Context: an optimization exercise on an open-source flow, tuned for small area. The choices shown serve that exercise and are no tape-out recipe.
The RTL was checked by simulation tests, not by an equivalence proof against the original design.

==> design.v <==
module awgn_clt_gen #(
    parameter int          NUM_CH       = 2,
    parameter int          OUT_W        = 16,
    parameter int          U_W          = 12,
    parameter int          SUM_LEN      = 12,
    parameter int          GAIN_W       = 16,
    parameter int          GAIN_FRAC    = 12,
    parameter logic [31:0] SEED_DEFAULT = 32'h1
) (
    input  logic                                         clock,
    input  logic                                         rst_n,
    input  logic                                         init,
    input  logic                                         ce,
    input  logic [31:0]                                  seed,
    input  logic                                         gain_we,
    input  logic [((NUM_CH > 1) ? $clog2(NUM_CH) : 1)-1:0] gain_sel,
    input  logic [GAIN_W-1:0]                            gain_val,
    output logic                                         x_en,
    output logic [NUM_CH*OUT_W-1:0]                      awgn
);
    localparam int SEL_W  = (NUM_CH > 1) ? $clog2(NUM_CH) : 1;
    localparam int CNT_W  = $clog2(SUM_LEN);
    localparam int ACC_W  = U_W + $clog2(SUM_LEN) + 1;
    localparam int PROD_W = ACC_W + GAIN_W + 1;
    localparam logic [CNT_W-1:0]         CNT_LAST = CNT_W'(SUM_LEN - 1);
    localparam logic [ACC_W-1:0]         OFFSET   = ACC_W'(SUM_LEN * (2 ** (U_W - 1)));
    localparam logic [GAIN_W-1:0]        GAIN_ONE = GAIN_W'(1 << GAIN_FRAC);
    localparam logic signed [PROD_W-1:0] P_MAX    = PROD_W'((64'sd1 <<< (OUT_W - 1)) - 64'sd1);
    localparam logic signed [PROD_W-1:0] P_MIN    = -P_MAX;
    function automatic logic [31:0] chan_seed(input logic [31:0] base, input int k);
        logic [31:0] mix;
        logic [31:0] s;
        mix = 32'h9E3779B9 * 32'(k + 1);
        s   = base ^ mix;
        if (s == 32'h0) begin
            s = 32'h1;
        end else begin
            s = s;
        end
        chan_seed = s;
    endfunction
    function automatic logic [31:0] xorshift32(input logic [31:0] s_in);
        logic [31:0] s;
        s = s_in ^ (s_in << 13);
        s = s ^ (s >> 17);
        s = s ^ (s << 5);
        xorshift32 = s;
    endfunction
    function automatic logic [OUT_W-1:0] scale_sat(input logic signed [ACC_W-1:0] c,
                                                   input logic [GAIN_W-1:0]       g);
        logic signed [PROD_W-1:0] cx;
        logic signed [PROD_W-1:0] gx;
        logic signed [PROD_W-1:0] p;
        logic [OUT_W-1:0]         r;
        cx = PROD_W'(c);
        gx = $signed(PROD_W'(g));
        p  = (cx * gx) >>> GAIN_FRAC;
        if (p > P_MAX) begin
            r = P_MAX[OUT_W-1:0];
        end else if (p < P_MIN) begin
            r = P_MIN[OUT_W-1:0];
        end else begin
            r = p[OUT_W-1:0];
        end
        scale_sat = r;
    endfunction
    logic [31:0]              state_r [NUM_CH];
    logic [ACC_W-1:0]         acc_r   [NUM_CH];
    logic signed [ACC_W-1:0]  c_r     [NUM_CH];
    logic [GAIN_W-1:0]        gain_r  [NUM_CH];
    logic [CNT_W-1:0]         cnt_r;
    logic                     v1_r;
    logic                     x_en_r;
    logic [NUM_CH*OUT_W-1:0]  awgn_r;
    logic [31:0]              draw_s   [NUM_CH];
    logic [ACC_W-1:0]         sum_s    [NUM_CH];
    logic [OUT_W-1:0]         shaped_s [NUM_CH];
    always_comb begin
        for (int k = 0; k < NUM_CH; k++) begin
            draw_s[k]   = xorshift32(state_r[k]);
            sum_s[k]    = acc_r[k] + ACC_W'(draw_s[k][31 -: U_W]);
            shaped_s[k] = scale_sat(c_r[k], gain_r[k]);
        end
    end
    always_ff @(posedge clock or negedge rst_n) begin
        if (!rst_n) begin
            for (int k = 0; k < NUM_CH; k++) begin
                state_r[k] <= chan_seed(SEED_DEFAULT, k);
                acc_r[k]   <= '0;
                c_r[k]     <= '0;
            end
            cnt_r <= '0;
            v1_r  <= 1'b0;
        end else if (init) begin
            for (int k = 0; k < NUM_CH; k++) begin
                state_r[k] <= chan_seed(seed, k);
                acc_r[k]   <= '0;
            end
            cnt_r <= '0;
            v1_r  <= 1'b0;
        end else if (ce) begin
            for (int k = 0; k < NUM_CH; k++) begin
                state_r[k] <= draw_s[k];
            end
            if (cnt_r == CNT_LAST) begin
                for (int k = 0; k < NUM_CH; k++) begin
                    c_r[k]   <= $signed(sum_s[k] - OFFSET);
                    acc_r[k] <= '0;
                end
                cnt_r <= '0;
                v1_r  <= 1'b1;
            end else begin
                for (int k = 0; k < NUM_CH; k++) begin
                    acc_r[k] <= sum_s[k];
                end
                cnt_r <= cnt_r + CNT_W'(1);
                v1_r  <= 1'b0;
            end
        end else begin
            v1_r <= 1'b0;
        end
    end
    always_ff @(posedge clock or negedge rst_n) begin
        if (!rst_n) begin
            for (int k = 0; k < NUM_CH; k++) begin
                gain_r[k] <= GAIN_ONE;
            end
        end else begin
            for (int k = 0; k < NUM_CH; k++) begin
                if (gain_we && (gain_sel == SEL_W'(k))) begin
                    gain_r[k] <= gain_val;
                end else begin
                    gain_r[k] <= gain_r[k];
                end
            end
        end
    end
    always_ff @(posedge clock or negedge rst_n) begin
        if (!rst_n) begin
            awgn_r <= '0;
            x_en_r <= 1'b0;
        end else begin
            x_en_r <= v1_r;
            if (v1_r) begin
                for (int k = 0; k < NUM_CH; k++) begin
                    awgn_r[k*OUT_W +: OUT_W] <= shaped_s[k];
                end
            end else begin
                awgn_r <= awgn_r;
            end
        end
    end
    assign x_en = x_en_r;
    assign awgn = awgn_r;
endmodule
==> run.sh <==
#!/bin/bash
# synth_recipe.tcl (not shown) runs the flow's synth.tcl, then flattens the netlist and writes it again
# the make line also repeats each setting of config.mk as NAME=value (left out here)
make -C /OpenROAD-flow-scripts/flow DESIGN_CONFIG=/design/flow/config.mk WORK_HOME=/design/flow/orfs CLKGATE_MAP_FILE= SYNTH_SCRIPT=/design/flow/synth_recipe.tcl finish
==> config.mk <==
export PLATFORM = sky130hd
export DESIGN_NAME = awgn_clt_gen
export DESIGN_NICKNAME = awgn_clt_gen
export VERILOG_FILES = /design/flow/design.v
export SDC_FILE = /design/flow/constraint.sdc
export NUM_CORES = 4
export LEC_CHECK = 0
export CAP_MARGIN = 20
export CORE_MARGIN = 2
export CORE_UTILIZATION = 40
export SLEW_MARGIN = 20
==> constraint.sdc <==
create_clock -name core_clock -period 10.0 [get_ports {clock}]
set_input_delay 2.0000 -clock core_clock [delete_from_list [all_inputs] [get_ports {clock}]]
set_output_delay 2.0000 -clock core_clock [all_outputs]
set_load 0.01 [all_outputs]
==> results of run 1 <==
-- per-stage QoR --
step / instance area, um^2 / hold slack (ns) / worst slack (ns) / std cells
after detailed placement: 33400 / 0.4876 / 2.166 / 4471
after global routing: 34310 / 0.5265 / 1.533 / 4520
after CTS: 34300 / 0.5010 / 2.111 / 4519
final: 34310 / 0.4962 / 2.043 / 4521
after floorplan: 31730 / 0.3685 / 2.989 / 3471
after global placement: 33400 / 0.4768 / 2.296 / 4471
-- cell families (layout without fill, tap and decap cells) --
group,Yosys count,after routing
AND/OR/NAND/NOR,982,982
buffers and inverters,878,877
adder cells (fa/ha/maj),753,753
AO/OA/AOI/OAI,371,371
XOR/XNOR,225,225
flip-flops,202,202
multiplexers,60,60
other,0,1
-- placed cells by master (no fill, tap or decap), types with 24 or more instances in the layout --
| cell type | n |
|---|---|
| o21ai_0 | 106 |
| mux2_2 | 36 |
| ha_1 | 197 |
| xnor2_1 | 145 |
| dfrtp_1 | 160 |
| nand2_1 | 524 |
| inv_1 | 729 |
| clkdlybuf4s50_1 | 83 |
| nor2_1 | 95 |
| mux2i_1 | 24 |
| xor2_1 | 80 |
| fa_1 | 556 |
| and2_1 | 210 |
| a21oi_1 | 89 |
| nand3_1 | 25 |
| dfstp_2 | 41 |
| clkbuf_16 | 28 |
-- state kept, by name, indices dropped and copies added, names as in the netlist --
| register | flops |
|---|---|
| state_r | 64 |
| acc_r | 34 |
| c_r | 34 |
| awgn_r | 32 |
| gain_r | 32 |
| cnt_r | 4 |
| v1_r | 1 |
| x_en_r | 1 |
-- path summary, 6_finish.rpt --
kind,start,to,slack [ns],depth (start not counted)
max,gain_r[1][8],awgn_r[25],2.04,22
min,acc_r[1][2],acc_r[1][2],0.50,2
max reg2reg,gain_r[1][8],awgn_r[25],2.04,22
min reg2reg,acc_r[1][2],acc_r[1][2],0.50,2
max in group asynchronous,rst_n,state_r[1][30],7.42,2
min in group asynchronous,rst_n,awgn_r[15],1.37,1
-- final cells by class --
| class | count | area, um^2 |
|---|---|---|
| sequential | 202 | 5107 |
| clock inverter | 15 | 163.9 |
| clock buffer | 33 | 739.5 |
| fill | 7680 | 44430 |
| inverter | 729 | 2736 |
| tap | 1050 | 1314 |
| timing repair buffer | 100 | 973.4 |
| antenna | 1 | 2.502 |
| multi-input combinational | 2391 | 23280 |
-- worst max-delay path, cell delays in order, from the launching register on --
cell and delay (ns):
dfrtp_1 0.92, nand2_1 0.19, fa_1 0.58, inv_1 0.06
fa_1 0.49, fa_1 0.61, fa_1 0.44, fa_1 0.50
inv_1 0.05, fa_1 0.47, inv_1 0.04, ha_1 0.37
nand3_1 0.21, nor4_1 0.42, o211ai_1 0.27, nand4_1 0.19
a21oi_2 0.12, o31a_1 0.30, a21oi_1 0.15, xnor2_1 0.25
a41oi_1 0.09, nor2b_1 0.85, o22ai_1 0.20
-- layer usage --
| metal | track usage [%] | vias to the layer above |
|---|---|---|
| met2 | 31.31 | 443 |
| li1 | - | 10517 |
| met5 | 0 | - |
| met4 | 3.770 | 8 |
| met1 | 26.89 | 11387 |
| met3 | 2.544 | 91 |
==> flow_metrics.env, run 1 <==
export IMPL_drv_cap=0
export IMPL_tightestPinTransition_ns=1.075
export IMPL_required_ns=10.41
export IMPL_synth_net_count=4278
export IMPL_cts_buffers=26
export IMPL_synth_top_family_by_area="adder cells"
export IMPL_io_buffers=86
export IMPL_top_layer_used="met5"
export IMPL_ant_nets=0
export IMPL_post_dp_hpwl_mm=58.75
export IMPL_dr_pass1_iters=5
export IMPL_synth_area_leader_cell="fa_1"
export IMPL_wl_met3_mm=3.665
export IMPL_cp_start_kind="flip-flop"
export IMPL_fmax_ghz=0.1257
export IMPL_synth_top_area_share_pct=35.08
export IMPL_synthXorXnorAreaFrac_pct=6.211
export IMPL_synth_most_common_cell="inv_1"
export IMPL_row_count=103
export IMPL_synth_async_reset_ratio_pct=100.0
export IMPL_synth_distinct_cells=92
export IMPL_grt_max_degree=147
export IMPL_setup_viol=0
export IMPL_ios=87
export IMPL_clockRootBuffer="clkbuf_16"
export IMPL_clkTransAtPathRegs_ns=0.06
export IMPL_overflow=0
export IMPL_cp_end_kind="flip-flop"
export IMPL_insertion_delay_ns=0.58
export IMPL_syn_inst=3471
export IMPL_synth_area_leaders="fa_1 (35%), dfrtp_1 (13%), inv_1 (8.6%)"
export IMPL_cts_sinks=202
export IMPL_synth_area_um2=31730
export IMPL_slew_headroom_pct=28.21
export IMPL_ys_top_cells_by_count="inv_1 (729), fa_1 (556), nand2_1 (524)"
export IMPL_via_per_inst=4.965
export IMPL_wl_met1_mm=34.31
export IMPL_synth_adder_area_share_pct=42.85
export IMPL_critical_path_class="flip-flop to flip-flop"
export IMPL_status="timing/DRC/antenna clean"
export IMPL_synthMuxAreaShare_pct=2.035
export IMPL_drt_iter0_drc=1171
export IMPL_drv_slew=0
export IMPL_grt_use_total_pct=19.00
export IMPL_synth_ff_latch_count=202
export IMPL_wl_met2_mm=35.04
export IMPL_synth_simple_gate_area_share_pct=14.59
export IMPL_wirelength_mm=74.34
export IMPL_post_cts_buffers=0
export IMPL_drcViolationCount=0
export IMPL_cts_tree="done"
export IMPL_avgSynthCellArea_um2=9.141
export IMPL_cp_data_arrival_time_ns=8.36
export IMPL_vias=22446
export IMPL_clock_skew_ns=0.02249
export IMPL_finalHoldViolCount=0
export IMPL_yosysWarnings=8
export IMPL_hold_buffers=0
export IMPL_final_setup_tns_ns=0
export IMPL_coreArea_um2=78740
export IMPL_wire_per_inst_um=16.44
export IMPL_die_area_um2=81590
export IMPL_die_h_um=285.6
export IMPL_synth_compound_gate_area_share_pct=7.634
export IMPL_post_cts_resize_count=0
export IMPL_initial_core_util_pct=40.30
export IMPL_rsz0062_at_grt="no"
export IMPL_min_period_ns=7.957
export IMPL_gp_congestion=0.8760
export IMPL_crit_fanout=18
export IMPL_nets=4257
export IMPL_synthFlopType="dfrtp_1"
export IMPL_period_share_pct=79.57
export IMPL_synth_edff_count=0
export IMPL_cts_buffer_depth=3
export IMPL_grt_pass1_wl_mm=125.6
export IMPL_hold_path_class="flip-flop to flip-flop"
export IMPL_drive_above_1_share_pct=5.159
export IMPL_seq_area_frac_synth_pct=16.09
export IMPL_die_x_um=285.6
export IMPL_areaGrowthSynthToFinish_pct=8.147
export IMPL_antenna_found_initial=5
export IMPL_grt_pass1_vias=23830
export IMPL_utilization_pct=43.58
export IMPL_h_tree_depth=1
==> run 2: changes to the inputs <==
==> design.v (replaced) <==
module awgn_clt_gen (
    input  logic        clock,
    input  logic        rst_n,
    input  logic        init,
    input  logic        ce,
    input  logic [31:0] seed,
    input  logic        gain_we,
    input  logic [0:0]  gain_sel,
    input  logic [15:0] gain_val,
    output logic        x_en,
    output logic [31:0] awgn
);
    localparam logic [31:0] MIX0 = 32'h9E3779B9;
    localparam logic [31:0] MIX1 = 32'h3C6EF372;
    localparam logic [15:0] ACC0 = 16'hA000;   
    function automatic logic [31:0] xs(input logic [31:0] s_in);
        logic [31:0] s;
        s = s_in ^ (s_in << 13);
        s = s ^ (s >> 17);
        s = s ^ (s << 5);
        xs = s;
    endfunction
    function automatic logic [31:0] cseed(input logic [31:0] b, input logic [31:0] m);
        logic [31:0] s;
        s = b ^ m;
        cseed = (s == 32'h0) ? 32'h1 : s;
    endfunction
    logic [31:0] s0_r, s1_r;
    logic [15:0] acc0_r, acc1_r;
    logic [15:0] g0_r, g1_r;
    logic [3:0]  cnt_r;
    logic        v1_r, x_en_r;
    logic [31:0] awgn_r;
    logic [31:0] d0, d1;
    logic [15:0] ae0, ae1, sum0, sum1, gn0, gn1, ma, mb;
    logic signed [31:0] p;
    logic signed [19:0] q;
    logic [15:0] sat;
    logic        c0, last;
    assign c0   = (cnt_r == 4'd0);
    assign last = (cnt_r == 4'd11);
    assign d0   = xs(s0_r);
    assign d1   = xs(s1_r);
    assign ae0  = c0 ? ACC0 : acc0_r;
    assign ae1  = c0 ? ACC0 : acc1_r;
    assign sum0 = ae0 + {4'd0, d0[31:20]};
    assign sum1 = ae1 + {4'd0, d1[31:20]};
    assign gn0  = (gain_we && gain_sel == 1'b0) ? gain_val : g0_r;
    assign gn1  = (gain_we && gain_sel == 1'b1) ? gain_val : g1_r;
    assign ma   = v1_r ? acc1_r : sum0;
    assign mb   = v1_r ? g1_r : gn0;
    assign p    = $signed(ma) * $signed({1'b0, mb});
    assign q    = p[31:12];
    assign sat  = (q > 20'sd32767) ? 16'h7FFF : (q < -20'sd32767) ? 16'h8001 : q[15:0];
    always_ff @(posedge clock or negedge rst_n) begin
        if (!rst_n) begin
            s0_r   <= MIX0 ^ 32'h1;
            s1_r   <= MIX1 ^ 32'h1;
            cnt_r  <= 4'd0;
            v1_r   <= 1'b0;
            x_en_r <= 1'b0;
            g0_r   <= 16'h1000;
            g1_r   <= 16'h1000;
            awgn_r <= 32'h0;
        end else begin
            if (init) begin
                s0_r  <= cseed(seed, MIX0);
                s1_r  <= cseed(seed, MIX1);
                cnt_r <= 4'd0;
            end else if (ce) begin
                s0_r  <= d0;
                s1_r  <= d1;
                cnt_r <= last ? 4'd0 : cnt_r + 4'd1;
            end
            v1_r   <= ce && !init && last;
            x_en_r <= v1_r;
            g0_r   <= gn0;
            g1_r   <= gn1;
            if (v1_r) awgn_r <= {sat, acc0_r};
        end
    end
    always_ff @(posedge clock) begin
        if (ce) begin
            acc0_r <= last ? sat : sum0;
            acc1_r <= sum1;
        end
    end
    assign x_en = x_en_r;
    assign awgn = awgn_r;
endmodule
==> run 2 against run 1 <==
  * Still clean on timing, DRC and antenna
  * Die area down 41%
  * Global-route usage increased by 5.8 points
  * Worst hold slack got worse by 0.032 ns
  * Via count decreased by 32%
  * First-iteration DRC count decreased by 1.8%
  * Non-clock buffer count rose by 136
  * Final area fell by 36%
  * Fmax decreased by 17%
  * Register-to-register slack got worse by 1.6 ns
  * Critical endpoint is now awgn_r[19]
  * Largest cell class unchanged
==> flow_metrics.env, run 2 <==
export IMPL_status="timing/DRC/antenna clean"
export IMPL_synth_area_leaders="fa_1 (21%), dfrtp_1 (12%), ha_1 (9.4%)"
export IMPL_synth_async_reset_ratio_pct=80.72
export IMPL_r2r_end="awgn_r[19]"
export IMPL_synth_ff_latch_count=166
export IMPL_cp_start_kind="flip-flop"
export IMPL_grt_pass1_vias=15604
export IMPL_setup_viol=0
export IMPL_cp_common_cell="fa_1"
export IMPL_synth_adder_area_share_pct=30.35
export IMPL_die_x_um=219.8
export IMPL_drv_slew=0
export IMPL_die_h_um=219.8
export IMPL_synth_distinct_cells=77
export IMPL_cp_data_arrival_time_ns=9.86
export IMPL_synthMuxAreaShare_pct=6.144
export IMPL_synth_most_common_cell="nand2_1"
export IMPL_clockRootBuffer="clkbuf_16"
export IMPL_hold_buffers=0
export IMPL_reg_top3="awgn_r (32), s0_r (32), s1_r (32)"
export IMPL_vias=15234
export IMPL_antennaDiodeCount=0
export IMPL_overflow=0
export IMPL_utilization_pct=47.50
export IMPL_drcViolationCount=0
export IMPL_dr_pass1_iters=6
export IMPL_nFillCells=4443
export IMPL_synth_net_count=2434
export IMPL_synth_top_area_share_pct=20.95
export IMPL_cp_end_kind="flip-flop"
export IMPL_synth_top_family_by_area="adder cells"
export IMPL_min_to="g0_r[0]"
export IMPL_tightestPinTransition_ns=1.014
export IMPL_antenna_found_initial=0
export IMPL_row_count=79
export IMPL_via_per_inst=5.340
export IMPL_hold_start="g0_r[0]"
export IMPL_min_path_cells=2
export IMPL_avgSynthCellArea_um2=9.112
export IMPL_crit_start="s0_r[7]"
export IMPL_synth_area_um2=18630
export IMPL_cts_buffer_depth=2
export IMPL_crit_fanout=6
export IMPL_min_period_ns=9.553
export IMPL_nets=2622
export IMPL_fmax_ghz=0.1047
export IMPL_post_dp_hpwl_mm=47.47
export IMPL_ff2ff_path_depth=38
export IMPL_grt_max_degree=89
export IMPL_reg2reg_slack_ns=0.45
export IMPL_required_ns=10.31
export IMPL_ant_nets=0
export IMPL_critical_path_class="flip-flop to flip-flop"
export IMPL_synth_area_leader_cell="fa_1"
export IMPL_clkTransAtPathRegs_ns=0.07
export IMPL_layout_common_cells="nand2_1 (291), inv_1 (261), fa_1 (195)"
export IMPL_yosysWarnings=1
export IMPL_clock_skew_ns=0.01587
export IMPL_wirelength_mm=58.37
export IMPL_grt_use_total_pct=24.84
export IMPL_slew_headroom_pct=32.31
export IMPL_layout_setup_ws_ns=0.4471
export IMPL_period_share_pct=95.53
export IMPL_ys_top_cells_by_count="nand2_1 (294), inv_1 (261), fa_1 (195)"
export IMPL_cts_sinks=166
export IMPL_synthXorXnorAreaFrac_pct=8.695
export IMPL_syn_inst=2045
export IMPL_drive_above_1_share_pct=14.43
export IMPL_insertion_delay_ns=0.46
export IMPL_die_area_um2=48330
export IMPL_place_worst_setup_slack_ns=-0.02205
export IMPL_slowest_stage="dfstp_2"
export IMPL_cts_buffers=17
export IMPL_drt_iter0_drc=1150
export IMPL_gp_congestion=0.9616
export IMPL_h_tree_depth=4
export IMPL_final_common_cell="nand2_1"
export IMPL_seq_area_frac_synth_pct=23.43
export IMPL_finalHoldViolCount=0
export IMPL_coreArea_um2=46260
export IMPL_synth_compound_gate_area_share_pct=9.186
export IMPL_ios=87
export IMPL_drv_cap=0
export IMPL_hold_path_class="flip-flop to flip-flop"
export IMPL_cts_tree="done"
export IMPL_synth_simple_gate_area_share_pct=15.50
export IMPL_areaGrowthSynthToFinish_pct=17.93
export IMPL_wire_per_inst_um=20.46
export IMPL_io_buffers=86
export IMPL_grt_pass1_wl_mm=89.94
export IMPL_synth_edff_count=32
export IMPL_initial_core_util_pct=40.28
export IMPL_rr_startpoint="s0_r[7]"
export IMPL_crit_path_max_incr_delay_ns=0.58
export IMPL_synthFlopType="dfrtp_1"
==> run 2: cell types whose count changed after synthesis, sizes merged, moves of 27 or more <==
cell,before,now
nand2,525,294
ha,197,140
clkbuf,129,51
nor2,96,192
mux2i,24,51
dfrtp,161,93
inv,729,262
edfxtp,0,32
and2,211,38
o21ai,113,63
fa,556,195
==> run 2: cell type report <==
type | count | area, um^2 | share of cell area, %
Timing Repair Buffer | 236 | 2034 | 9.258
Sequential cell | 166 | 4367 | 19.87
Multi-Input combinational cell | 1550 | 13190 | 60.02
Inverter | 262 | 983.4 | 4.475
Clock inverter | 14 | 212.7 | 0.9679
Tap cell | 607 | 759.5 | 3.456
Clock buffer | 18 | 429.2 | 1.953
==> run 2: critical path, delay by kind of cell (launching register included) <==
family | cells | cell delay (ns)
and+or+nand+nor | 10 | 2.07
adders and majority gates | 9 | 3.78
DFF | 1 | 0.58
AOI/OAI and AO/OA | 8 | 1.43
xor gates and xnor gates | 3 | 0.53
muxes | 1 | 0.32
buffers and inverters | 7 | 0.68
==> run 2: logic make-up (layout without fill, tap and decap cells) <==
logic type,after synthesis,after routing
compound gates,272,272
xor+xnor,185,185
fa+ha+maj,335,335
buf+inv,329,530
flops,166,166
mux,107,107
simple gates,651,651
==> run 2: repair_timing <==
item                       4_1_cts  5_1_grt
setup endpoints to repair        0       31
buffers inserted                 0        3
resized for setup                0       37
==> run 2: per-stage QoR <==
| step | std cells | cell area, um^2 | TNS (ns) | hold WS, ns |
|---|---|---|---|---|
| floorplan | 2045 | 18630 | 0 | 0.3745 |
| global placement | 2818 | 21140 | 0 | 0.4573 |
| detailed placement | 2818 | 21140 | -0.08645 | 0.4558 |
| CTS | 2850 | 21780 | 0 | 0.4708 |
| global route | 2853 | 21970 | -0.01894 | 0.5163 |
| finish | 2853 | 21970 | 0 | 0.4644 |
==> run 2: worst max path at each step <==
stage	slack [ns]	depth (start not counted)	to
2_1_floorplan	0.38	41	acc0_r[1]
3_3_place_gp	0.02	29	acc0_r[1]
3_5_place_dp	-0.02	29	acc0_r[3]
4_1_cts	0.02	38	awgn_r[19]
5_1_grt	-0.02	40	awgn_r[19]
6_report	0.45	38	awgn_r[19]
==> run 2: per-layer routing <==
layer | track usage (%) | vias to the layer above | share of wire, %
met3 | 4.030 | 94 | 6.2
met5 | 0 | - | 0
met2 | 39.52 | 477 | 46
li1 | - | 7007 | -
met4 | 8.166 | 0 | 3.0
met1 | 34.46 | 7656 | 45

[static timing again, ports no longer ideal]
In the flow no input, the clock included, has a driving cell. The finished layouts below were timed again as built, in two steps. Step 1 assumes that a clkbuf_16 drives the clock port and a buf_2 every other input. Step 2 adds t to the input delays and takes it off the output delays; t is the mean of the earliest and latest rising clock arrival at the registers after step 1. Input paths then give back, and output paths get back, about the clock's delay inside the block. Slacks: ideal ports / drivers / drivers and shift; pairs: ideal ports / drivers.
run | shift t [ns] | slack for setup (ns) | clock arrival spread, ns | pins driven straight from the clock port
run 1 | 0.631 | 2.043 / 2.043 / 2.043 | 0.024 / 0.023 | 1
run 2 | 0.509 | 0.447 / 0.447 / 0.103 | 0.016 / 0.016 | 1
After both steps setup and hold are still met in every run listed. For run 2, which loses most, drivers alone change the setup slack by 0.000 ns; drivers and shift together by -0.344 ns.
